This design comes from an exercise in tuning for small area and a short achievable clock period on the open sky130 flow, not from production work. At most, simulation tests tie the RTL to the original design; equivalence was not proved.

==> inputs of branch raven <==
// iir_filter
module iir_filter (
	input  logic clk,
	input  logic rst,
	input  logic signed [14:0] data,
	input  logic data_en,
	input  logic wb_cyc,
	input  logic wb_stb,
	input  logic wb_we,
	input  logic [2:0] wb_adr,
	input  logic [31:0] wb_dat_i,
	output logic [31:0] wb_dat_o,
	output logic wb_ack,
	output logic signed [14:0] data_out,
	output logic data_out_en
);
==> module coefficient_regs, before the edit <==
module coefficient_regs (
	input  logic clk,
	input  logic rst,
	input  logic wb_cyc,
	input  logic wb_stb,
	input  logic wb_we,
	input  logic [2:0] wb_adr,
	input  logic [31:0] wb_dat_i,
	output logic [31:0] wb_dat_o,
	output logic wb_ack,
	output logic wr,
	output logic [24:0] g_b0, g_b1, g_b2, g_b3, g_a1, g_a2, g_a3,
	output logic [24:0] n_b0, n_b1, n_b2, n_b3, n_a1, n_a2, n_a3
);
	logic ack_q;
	logic access;
	logic [24:0] rd_d;
	assign access = wb_cyc && wb_stb && !ack_q;
	assign wr = access && wb_we;
	always_ff @(posedge clk or posedge rst) begin
		if (rst) ack_q <= 1'b0;
		else ack_q <= access;
	end
	assign wb_ack = ack_q;
	assign n_b0 = (wr && wb_adr == 3'd0) ? wb_dat_i[24:0] : g_b0;
	assign n_b1 = (wr && wb_adr == 3'd1) ? wb_dat_i[24:0] : g_b1;
	assign n_b2 = (wr && wb_adr == 3'd2) ? wb_dat_i[24:0] : g_b2;
	assign n_b3 = (wr && wb_adr == 3'd3) ? wb_dat_i[24:0] : g_b3;
	assign n_a1 = (wr && wb_adr == 3'd4) ? wb_dat_i[24:0] : g_a1;
	assign n_a2 = (wr && wb_adr == 3'd5) ? wb_dat_i[24:0] : g_a2;
	assign n_a3 = (wr && wb_adr == 3'd6) ? wb_dat_i[24:0] : g_a3;
	always_ff @(posedge clk or posedge rst) begin
		if (rst) begin
			g_b0 <= iir_filter_pkg::rst_b0;
			g_b1 <= iir_filter_pkg::rst_b1;
			g_b2 <= iir_filter_pkg::rst_b2;
			g_b3 <= iir_filter_pkg::rst_b3;
			g_a1 <= iir_filter_pkg::rst_a1;
			g_a2 <= iir_filter_pkg::rst_a2;
			g_a3 <= iir_filter_pkg::rst_a3;
		end else begin
			g_b0 <= n_b0;
			g_b1 <= n_b1;
			g_b2 <= n_b2;
			g_b3 <= n_b3;
			g_a1 <= n_a1;
			g_a2 <= n_a2;
			g_a3 <= n_a3;
		end
	end
	logic [2:0] adr_q;
	always_ff @(posedge clk) begin
		adr_q <= wb_adr;
	end
	always_comb begin
		case (adr_q)
			3'd0: rd_d = g_b0;
			3'd1: rd_d = g_b1;
			3'd2: rd_d = g_b2;
			3'd3: rd_d = g_b3;
			3'd4: rd_d = g_a1;
			3'd5: rd_d = g_a2;
			3'd6: rd_d = g_a3;
			default: rd_d = '0;
		endcase
	end
	assign wb_dat_o = {{7{rd_d[24]}}, rd_d};
endmodule
export LEC_CHECK = 0
export CAP_MARGIN = 20
export CORE_MARGIN = 2
export CORE_UTILIZATION = 50
export CTS_CLUSTER_DIAMETER = 60
export CTS_CLUSTER_SIZE = 30
export SETUP_SLACK_MARGIN = 4.0
export SLEW_MARGIN = 20
create_clock -name core_clock -period 8.0 [get_ports {clk}]
standard.sh (not shown) runs the stock make flow with config.mk's settings and CLKGATE_MAP_FILE= SYNTH_SCRIPT=/design/flow/synth_recipe.tcl, a recipe that flattens the netlist after the stock synthesis.
==> flow/flow/run.sh <==
#!/bin/bash
# The standard layout (standard.sh) with two options changed:
#  - the input and output ports are buffered with buf_2 cells instead of
#    the cell buffer_ports picks by itself
#  - clock tree synthesis inserts no dummy loads (-dont_use_dummy_load);
#    the sink clustering limits are those of config.mk
# The make output goes to standard.log; ORFS keeps each step's own log in
# orfs/logs.
set -o pipefail
export BUFFER_PORTS_ARGS="-buffer_cell sky130_fd_sc_hd__buf_2"
bash standard.sh "CTS_ARGS=-sink_clustering_enable -repair_clock_nets -dont_use_dummy_load -sink_clustering_size 30 -sink_clustering_max_diameter 60" finish > standard.log 2>&1
==> branch sierra: changes against branch raven <==
--- a/flow/design.v
+++ b/flow/design.v
@@ -29,6 +29,7 @@
 );
 	logic ack_q;
 	logic access;
+	logic [24:0] rd_q;
 	logic [24:0] rd_d;
 	assign access = wb_cyc && wb_stb && !ack_q;
 	assign wr = access && wb_we;
@@ -63,12 +64,8 @@
 			g_a3 <= n_a3;
 		end
 	end
-	logic [2:0] adr_q;
-	always_ff @(posedge clk) begin
-		adr_q <= wb_adr;
-	end
 	always_comb begin
-		case (adr_q)
+		case (wb_adr)
 			3'd0: rd_d = g_b0;
 			3'd1: rd_d = g_b1;
 			3'd2: rd_d = g_b2;
@@ -78,8 +75,12 @@
 			3'd6: rd_d = g_a3;
 			default: rd_d = '0;
 		endcase
+		if (wb_we && wb_adr != 3'd7) rd_d = wb_dat_i[24:0];
+	end
+	always_ff @(posedge clk) begin
+		rd_q <= rd_d;
 	end
-	assign wb_dat_o = {{7{rd_d[24]}}, rd_d};
+	assign wb_dat_o = {{7{rd_q[24]}}, rd_q};
 endmodule
 `timescale 1ns/1ps
 module state_chain (
==> flow/flow/run.sh (replaced) <==
#!/bin/bash
# The standard layout (standard.sh) with one placement option changed:
# the input and output ports are buffered with buf_2 cells instead of the
# cell buffer_ports picks by itself. The make output goes to standard.log;
# ORFS keeps each step's own log in orfs/logs.
set -o pipefail
export BUFFER_PORTS_ARGS="-buffer_cell sky130_fd_sc_hd__buf_2"
bash standard.sh finish > standard.log 2>&1
--- a/flow/config.mk
+++ b/flow/config.mk
@@ -8,7 +8,5 @@
 export CAP_MARGIN = 20
 export CORE_MARGIN = 2
 export CORE_UTILIZATION = 50
-export CTS_CLUSTER_DIAMETER = 60
-export CTS_CLUSTER_SIZE = 30
 export SETUP_SLACK_MARGIN = 4.0
 export SLEW_MARGIN = 20
==> branch delta: changes against branch raven <==
--- a/flow/design.v
+++ b/flow/design.v
@@ -29,6 +29,7 @@
 );
 	logic ack_q;
 	logic access;
+	logic [24:0] rd_q;
 	logic [24:0] rd_d;
 	assign access = wb_cyc && wb_stb && !ack_q;
 	assign wr = access && wb_we;
@@ -63,12 +64,8 @@
 			g_a3 <= n_a3;
 		end
 	end
-	logic [2:0] adr_q;
-	always_ff @(posedge clk) begin
-		adr_q <= wb_adr;
-	end
 	always_comb begin
-		case (adr_q)
+		case (wb_adr)
 			3'd0: rd_d = g_b0;
 			3'd1: rd_d = g_b1;
 			3'd2: rd_d = g_b2;
@@ -78,8 +75,12 @@
 			3'd6: rd_d = g_a3;
 			default: rd_d = '0;
 		endcase
+		if (wb_we && wb_adr != 3'd7) rd_d = wb_dat_i[24:0];
+	end
+	always_ff @(posedge clk) begin
+		rd_q <= rd_d;
 	end
-	assign wb_dat_o = {{7{rd_d[24]}}, rd_d};
+	assign wb_dat_o = {{7{rd_q[24]}}, rd_q};
 endmodule
 `timescale 1ns/1ps
 module state_chain (
==> flow/run.sh (new file) <==
#!/bin/bash
# synth_recipe.tcl (not shown) runs the flow's synth.tcl, then flattens the netlist and writes it again
# the make line also repeats each setting of config.mk as NAME=value (left out here)
make -C /OpenROAD-flow-scripts/flow DESIGN_CONFIG=/design/flow/config.mk WORK_HOME=/design/flow/orfs CLKGATE_MAP_FILE= SYNTH_SCRIPT=/design/flow/synth_recipe.tcl finish
--- a/flow/config.mk
+++ b/flow/config.mk
@@ -8,7 +8,5 @@
 export CAP_MARGIN = 20
 export CORE_MARGIN = 2
 export CORE_UTILIZATION = 50
-export CTS_CLUSTER_DIAMETER = 60
-export CTS_CLUSTER_SIZE = 30
 export SETUP_SLACK_MARGIN = 4.0
 export SLEW_MARGIN = 20
removed: flow/flow/run.sh
removed: flow/standard.sh
==> branch maple: changes against branch raven <==
==> flow/flow/run.sh (replaced) <==
#!/bin/bash
# The standard layout (standard.sh) with one placement option changed:
# the input and output ports are buffered with buf_2 cells instead of the
# cell buffer_ports picks by itself. The make output goes to standard.log;
# ORFS keeps each step's own log in orfs/logs.
set -o pipefail
export BUFFER_PORTS_ARGS="-buffer_cell sky130_fd_sc_hd__buf_2"
bash standard.sh finish > standard.log 2>&1
--- a/flow/config.mk
+++ b/flow/config.mk
@@ -5,10 +5,11 @@
 export SDC_FILE = /design/flow/constraint.sdc
 export NUM_CORES = 4
 export LEC_CHECK = 0
+export ABC_AREA = 1
 export CAP_MARGIN = 20
 export CORE_MARGIN = 2
 export CORE_UTILIZATION = 50
-export CTS_CLUSTER_DIAMETER = 60
+export CTS_CLUSTER_DIAMETER = 75
 export CTS_CLUSTER_SIZE = 30
-export SETUP_SLACK_MARGIN = 4.0
+export SETUP_SLACK_MARGIN = 4.2
 export SLEW_MARGIN = 20
==> impl_metrics.yaml <==
status:
  run_status: "complete, no violations"
routing:
  wire_per_inst_um: 21.6
  met1_length_um: 35300
die:
  dieHeight_um: 249
synth:
  ys_seq_elements: 410
  syn_area_um2: 30100
  synthCells: 2967
finish:
  buffer_area_share_pct: 3.38
  drive_above_1_share_pct: 19.9
sta:
  period_needed_ps: 4000
  slew_headroom_pct: 26.0
clock_network:
  clock-sinks: 410
(the above is from branch raven)
==> impl_metrics.yaml <==
synth:
  ys_seq_elements: 432
  syn_area_um2: 30500
  synthCells: 2956
status:
  run_status: "complete, no violations"
finish:
  buffer_area_share_pct: 2.47
routing:
  met1_length_um: 33400
clock_network:
  clock-sinks: 432
sta:
  slew_headroom_pct: 30.4
  period_needed_ps: 3930
die:
  dieHeight_um: 251
(the above is from branch sierra)
==> impl_metrics.yaml <==
status:
  run_status: "complete, no violations"
die:
  dieHeight_um: 251
sta:
  slew_headroom_pct: 34.6
finish:
  buffer_area_share_pct: 5.10
  drive_above_1_share_pct: 13.9
routing:
  met1_length_um: 37300
  wire_per_inst_um: 19.2
synth:
  ys_seq_elements: 410
(the above is from branch maple)
==> impl_metrics.yaml <==
sta:
  period_needed_ps: 3950
  slew_headroom_pct: 26.1
synth:
  syn_area_um2: 30500
  ys_seq_elements: 432
  synthCells: 2956
clock_network:
  cts_buffer_depth: 3
  clock-sinks: 432
status:
  run_status: "complete, no violations"
die:
  dieHeight_um: 251
(the above is from branch delta)


==> cedar: inputs <==
Another version of the RTL of iir_filter (not shown whole).
clock: 8.0 ns
lec_check: 0
cap_margin: 20
core_margin: 2
core_utilization: 50
setup_slack_margin: 4.5
slew_margin: 20
run.sh (not shown) runs the stock make flow with config.mk's settings and CLKGATE_MAP_FILE= SYNTH_SCRIPT=/design/flow/synth_recipe.tcl, a recipe that flattens the netlist after the stock synthesis.
Stock flow here: none of the scripts above is used.
==> inputs of indigo, as changes to cedar <==
--- a/flow/config.mk
+++ b/flow/config.mk
@@ -9,4 +9,3 @@
 export CORE_MARGIN = 2
 export CORE_UTILIZATION = 50
-export SETUP_SLACK_MARGIN = 4.5
 export SLEW_MARGIN = 20
==> metrics.yaml <==
setup_path:
  critPathSlowestCell: "dfrtp_2"
  reg2regPathDepth: 21
  reg2reg_to: "num[11]$_DFFE_PP0P_"
detailed_routing:
  vias: 25730
  drt-total-wl_um: 94280
global_route:
  grt_pass1_wl_um: 145400
sta:
  rsz0062_at_grt: "no"
  worstMarginPinSlew_ps: 1065
  worst_slew_margin_rel: 0.2898
status:
  status: "finished clean"
cells_and_area:
  multi_input_area_share: 0.5811
placement:
  dpl_worst_slack_ps: 1750
[end of results for indigo]
==> metrics.yaml <==
detailed_routing:
  vias: 27380
  drt-total-wl_um: 105400
  highest_layer: "met4"
setup_path:
  reg2reg_to: "num[9]$_DFFE_PP0P_"
  critPathSlowestCell: "dfrtp_4"
global_route:
  grt_pass1_wl_um: 157500
sta:
  worst_slew_margin_rel: 0.2605
  worstMarginPinSlew_ps: 1109
  rsz0062_at_grt: "yes"
cells_and_area:
  multi_input_area_share: 0.5669
placement:
  dpl_worst_slack_ps: 2370
status:
  status: "finished clean"
[end of results for cedar]


==> inputs of v16 <==
iir_filter, a different RTL version from the one above (not shown whole).
clock: 8.0 ns
lec_check: 0
cap_margin: 20
core_margin: 2
core_utilization: 50
setup_slack_margin: 4.3
slew_margin: 20
standard.sh (not shown) runs the stock make flow with config.mk's settings and CLKGATE_MAP_FILE= SYNTH_SCRIPT=/design/flow/synth_recipe.tcl, a recipe that flattens the netlist after the stock synthesis.
==> flow/flow/run.sh <==
#!/bin/bash
# The standard layout (standard.sh), with two placement options changed:
#  - MATCH_CELL_FOOTPRINT=0: the resizer may swap a cell for one of
#    another footprint (the platform sets 1)
#  - port buffers are buf_2 cells
# The make output goes to standard.log; ORFS keeps each step's log in orfs/logs.
set -o pipefail
export BUFFER_PORTS_ARGS="-buffer_cell sky130_fd_sc_hd__buf_2"
bash standard.sh MATCH_CELL_FOOTPRINT=0 finish > standard.log 2>&1
==> inputs of v12, as changes to v16 <==
--- a/flow/design.v
+++ b/flow/design.v
@@ -27,40 +27,28 @@
 	output logic [24:0] g_b0, g_b1, g_b2, g_b3, g_a1, g_a2, g_a3,
 	output logic [24:0] n_b0, n_b1, n_b2, n_b3, n_a1, n_a2, n_a3
 );
 	logic ack_q;
 	logic access;
 	logic [24:0] rd_q;
 	logic [24:0] rd_d;
-	logic wr_q;
-	logic [2:0] adr_q;
-	logic [24:0] dat_q;
 	assign access = wb_cyc && wb_stb && !ack_q;
 	assign wr = access && wb_we;
 	always_ff @(posedge clk or posedge rst) begin
-		if (rst) begin
-			ack_q <= 1'b0;
-			wr_q <= 1'b0;
-		end else begin
-			ack_q <= access;
-			wr_q <= wr;
-		end
-	end
-	always_ff @(posedge clk) begin
-		adr_q <= wb_adr;
-		dat_q <= wb_dat_i[24:0];
+		if (rst) ack_q <= 1'b0;
+		else ack_q <= access;
 	end
 	assign wb_ack = ack_q;
-	assign n_b0 = (wr_q && adr_q == 3'd0) ? dat_q : g_b0;
-	assign n_b1 = (wr_q && adr_q == 3'd1) ? dat_q : g_b1;
-	assign n_b2 = (wr_q && adr_q == 3'd2) ? dat_q : g_b2;
-	assign n_b3 = (wr_q && adr_q == 3'd3) ? dat_q : g_b3;
-	assign n_a1 = (wr_q && adr_q == 3'd4) ? dat_q : g_a1;
-	assign n_a2 = (wr_q && adr_q == 3'd5) ? dat_q : g_a2;
-	assign n_a3 = (wr_q && adr_q == 3'd6) ? dat_q : g_a3;
+	assign n_b0 = (wr && wb_adr == 3'd0) ? wb_dat_i[24:0] : g_b0;
+	assign n_b1 = (wr && wb_adr == 3'd1) ? wb_dat_i[24:0] : g_b1;
+	assign n_b2 = (wr && wb_adr == 3'd2) ? wb_dat_i[24:0] : g_b2;
+	assign n_b3 = (wr && wb_adr == 3'd3) ? wb_dat_i[24:0] : g_b3;
+	assign n_a1 = (wr && wb_adr == 3'd4) ? wb_dat_i[24:0] : g_a1;
+	assign n_a2 = (wr && wb_adr == 3'd5) ? wb_dat_i[24:0] : g_a2;
+	assign n_a3 = (wr && wb_adr == 3'd6) ? wb_dat_i[24:0] : g_a3;
 	always_ff @(posedge clk or posedge rst) begin
 		if (rst) begin
 			g_b0 <= iir_filter_pkg::rst_b0;
 			g_b1 <= iir_filter_pkg::rst_b1;
 			g_b2 <= iir_filter_pkg::rst_b2;
 			g_b3 <= iir_filter_pkg::rst_b3;
 			g_a1 <= iir_filter_pkg::rst_a1;
@@ -1420,23 +1408,25 @@
 			if (start) samp <= data_en;
 			oen_q <= s[1] && samp;
 		end
 	end
 	logic [20:0] ga, gb;
 	logic [14:0] wb;
 	always_ff @(posedge clk) begin
-		if (s[0]) ga <= n_a1[20:0];
-		else if (s[1]) ga <= n_b1[20:0];
-		else if (s[2]) ga <= '0;
-		else ga <= n_b0[20:0];
-		if (wr) gb <= (wb_adr == 3'd5) ? wb_dat_i[20:0] : n_a2[20:0];
-		else if (s[0]) gb <= n_a3[20:0];
-		else if (s[1]) gb <= n_b2[20:0];
-		else if (s[2]) gb <= n_b3[20:0];
-		else gb <= n_a2[20:0];
+		begin
+			if (start) ga <= n_b0[20:0];
+			else if (s[0]) ga <= g_a1[20:0];
+			else if (s[1]) ga <= g_b1[20:0];
+			else ga <= '0;
+			if (start) gb <= n_a2[20:0];
+			else if (s[0]) gb <= g_a3[20:0];
+			else if (s[1]) gb <= g_b2[20:0];
+			else if (s[2]) gb <= g_b3[20:0];
+			else gb <= '0;
+		end
 	end
 	always_ff @(posedge clk) begin
 		if (data_en) wb <= w1;
 		else if ((s[0] || s[2]) && !wr) wb <= w3;
 		else wb <= w2;
 	end
 	logic [14:0] ha_s, ha_c;
==> flow/run.sh (new file) <==
#!/bin/bash
# synth_recipe.tcl (not shown) runs the flow's synth.tcl, then flattens the netlist and writes it again
# the make line also repeats each setting of config.mk as NAME=value (left out here)
make -C /OpenROAD-flow-scripts/flow DESIGN_CONFIG=/design/flow/config.mk WORK_HOME=/design/flow/orfs CLKGATE_MAP_FILE= SYNTH_SCRIPT=/design/flow/synth_recipe.tcl finish
SETUP_SLACK_MARGIN = 4.0   (was 4.3)
removed: flow/flow/run.sh
removed: flow/standard.sh
==> inputs of v20, as changes to v16 <==
--- a/flow/design.v
+++ b/flow/design.v
@@ -27,40 +27,28 @@
 	output logic [24:0] g_b0, g_b1, g_b2, g_b3, g_a1, g_a2, g_a3,
 	output logic [24:0] n_b0, n_b1, n_b2, n_b3, n_a1, n_a2, n_a3
 );
 	logic ack_q;
 	logic access;
 	logic [24:0] rd_q;
 	logic [24:0] rd_d;
-	logic wr_q;
-	logic [2:0] adr_q;
-	logic [24:0] dat_q;
 	assign access = wb_cyc && wb_stb && !ack_q;
 	assign wr = access && wb_we;
 	always_ff @(posedge clk or posedge rst) begin
-		if (rst) begin
-			ack_q <= 1'b0;
-			wr_q <= 1'b0;
-		end else begin
-			ack_q <= access;
-			wr_q <= wr;
-		end
-	end
-	always_ff @(posedge clk) begin
-		adr_q <= wb_adr;
-		dat_q <= wb_dat_i[24:0];
+		if (rst) ack_q <= 1'b0;
+		else ack_q <= access;
 	end
 	assign wb_ack = ack_q;
-	assign n_b0 = (wr_q && adr_q == 3'd0) ? dat_q : g_b0;
-	assign n_b1 = (wr_q && adr_q == 3'd1) ? dat_q : g_b1;
-	assign n_b2 = (wr_q && adr_q == 3'd2) ? dat_q : g_b2;
-	assign n_b3 = (wr_q && adr_q == 3'd3) ? dat_q : g_b3;
-	assign n_a1 = (wr_q && adr_q == 3'd4) ? dat_q : g_a1;
-	assign n_a2 = (wr_q && adr_q == 3'd5) ? dat_q : g_a2;
-	assign n_a3 = (wr_q && adr_q == 3'd6) ? dat_q : g_a3;
+	assign n_b0 = (wr && wb_adr == 3'd0) ? wb_dat_i[24:0] : g_b0;
+	assign n_b1 = (wr && wb_adr == 3'd1) ? wb_dat_i[24:0] : g_b1;
+	assign n_b2 = (wr && wb_adr == 3'd2) ? wb_dat_i[24:0] : g_b2;
+	assign n_b3 = (wr && wb_adr == 3'd3) ? wb_dat_i[24:0] : g_b3;
+	assign n_a1 = (wr && wb_adr == 3'd4) ? wb_dat_i[24:0] : g_a1;
+	assign n_a2 = (wr && wb_adr == 3'd5) ? wb_dat_i[24:0] : g_a2;
+	assign n_a3 = (wr && wb_adr == 3'd6) ? wb_dat_i[24:0] : g_a3;
 	always_ff @(posedge clk or posedge rst) begin
 		if (rst) begin
 			g_b0 <= iir_filter_pkg::rst_b0;
 			g_b1 <= iir_filter_pkg::rst_b1;
 			g_b2 <= iir_filter_pkg::rst_b2;
 			g_b3 <= iir_filter_pkg::rst_b3;
 			g_a1 <= iir_filter_pkg::rst_a1;
@@ -1420,23 +1408,25 @@
 			if (start) samp <= data_en;
 			oen_q <= s[1] && samp;
 		end
 	end
 	logic [20:0] ga, gb;
 	logic [14:0] wb;
 	always_ff @(posedge clk) begin
-		if (s[0]) ga <= n_a1[20:0];
-		else if (s[1]) ga <= n_b1[20:0];
-		else if (s[2]) ga <= '0;
-		else ga <= n_b0[20:0];
-		if (wr) gb <= (wb_adr == 3'd5) ? wb_dat_i[20:0] : n_a2[20:0];
-		else if (s[0]) gb <= n_a3[20:0];
-		else if (s[1]) gb <= n_b2[20:0];
-		else if (s[2]) gb <= n_b3[20:0];
-		else gb <= n_a2[20:0];
+		begin
+			if (start) ga <= n_b0[20:0];
+			else if (s[0]) ga <= g_a1[20:0];
+			else if (s[1]) ga <= g_b1[20:0];
+			else ga <= '0;
+			if (start) gb <= n_a2[20:0];
+			else if (s[0]) gb <= g_a3[20:0];
+			else if (s[1]) gb <= g_b2[20:0];
+			else if (s[2]) gb <= g_b3[20:0];
+			else gb <= '0;
+		end
 	end
 	always_ff @(posedge clk) begin
 		if (data_en) wb <= w1;
 		else if ((s[0] || s[2]) && !wr) wb <= w3;
 		else wb <= w2;
 	end
 	logic [14:0] ha_s, ha_c;
==> flow/run.sh (new file) <==
#!/bin/bash
# synth_recipe.tcl (not shown) runs the flow's synth.tcl, then flattens the netlist and writes it again
# the make line also repeats each setting of config.mk as NAME=value (left out here)
make -C /OpenROAD-flow-scripts/flow DESIGN_CONFIG=/design/flow/config.mk WORK_HOME=/design/flow/orfs CLKGATE_MAP_FILE= SYNTH_SCRIPT=/design/flow/synth_recipe.tcl finish
SETUP_SLACK_MARGIN = 4.8   (was 4.3)
removed: flow/flow/run.sh
removed: flow/standard.sh
==> qor summary <==
| quantity | v16 | v20 | v12 |
|---|---|---|---|
| Post-CTS Repair Setup Buffers | 15 | 132 | 3 |
| Via Count | 28170 | 28740 | 27010 |
| Worst Setup Slack post-DPL | 3.722 ns | 2.968 ns | 3.357 ns |
| Flip-flop and latch share of the layout cell area | 29.98% | 26.75% | 29.97% |
| Floorplan die width | 271.3 um | 265.1 um | 265.1 um |
| Post-synth net total | 4317 | 4031 | 4031 |
| Global Route met1 Usage | 41.88% | 43.48% | 39.78% |
| NonClk Buf Share | 3.935% | 10.58% | 4.136% |
| Run status | timing/DRC/antenna clean | timing/DRC/antenna clean | timing/DRC/antenna clean |
| Placement-stage cell area | 36650 um2 | 35580 um2 | 35310 um2 |
| Number of buffers outside the clock class in the layout | 197 | 396 | 162 |
| Number of synthesized register bits | 506 | 477 | 477 |
The RTL of v16 was laid out without a check of its function.

-- port drivers added, routing unchanged --
How much do the figures lean on ideal ports? The routed layouts below were timed once more, with nothing changed but the port constraints. Step 1 (the two cells are an assumption about what drives the block):
set clk [get_ports {clk}]
set_driving_cell -lib_cell sky130_fd_sc_hd__clkbuf_16 $clk
set_driving_cell -lib_cell sky130_fd_sc_hd__buf_2 [delete_from_list [all_inputs] $clk]
Step 2, shift: input delay + t, output delay - t, t = (earliest + latest rising clock arrival at the registers) / 2. This alone moves slack from input paths to output paths. Slacks: no drivers / after step 1 / after step 2; pairs: no drivers / after step 1.
run	t, ns	slack for setup (ns)	worst register clock-pin slew, ns	worst slew at a driven data input, ns
branch raven	0.607	3.998 / 3.991 / 3.691	0.10 / 0.10	0.11
branch sierra	0.671	4.069 / 4.069 / 3.560	0.06 / 0.06	0.06
branch delta	0.665	4.054 / 4.054 / 3.584	0.07 / 0.07	0.04
branch maple	0.667	4.187 / 4.116 / 4.012	0.10 / 0.10	0.08
cedar	0.651	3.365 / 3.365 / 3.365	0.07 / 0.07	0.16
indigo	0.656	1.728 / 1.728 / 1.728	0.07 / 0.07	0.05
v16	0.707	4.306 / 4.306 / 3.737	0.06 / 0.06	0.07
v12	0.681	4.062 / 4.101 / 3.420	0.07 / 0.07	0.10
v20	0.679	4.543 / 4.543 / 4.032	0.07 / 0.07	0.09
After both steps every run listed still meets setup and hold. For v12, which loses most, drivers alone change the setup slack by +0.039 ns; drivers and shift together by -0.642 ns.
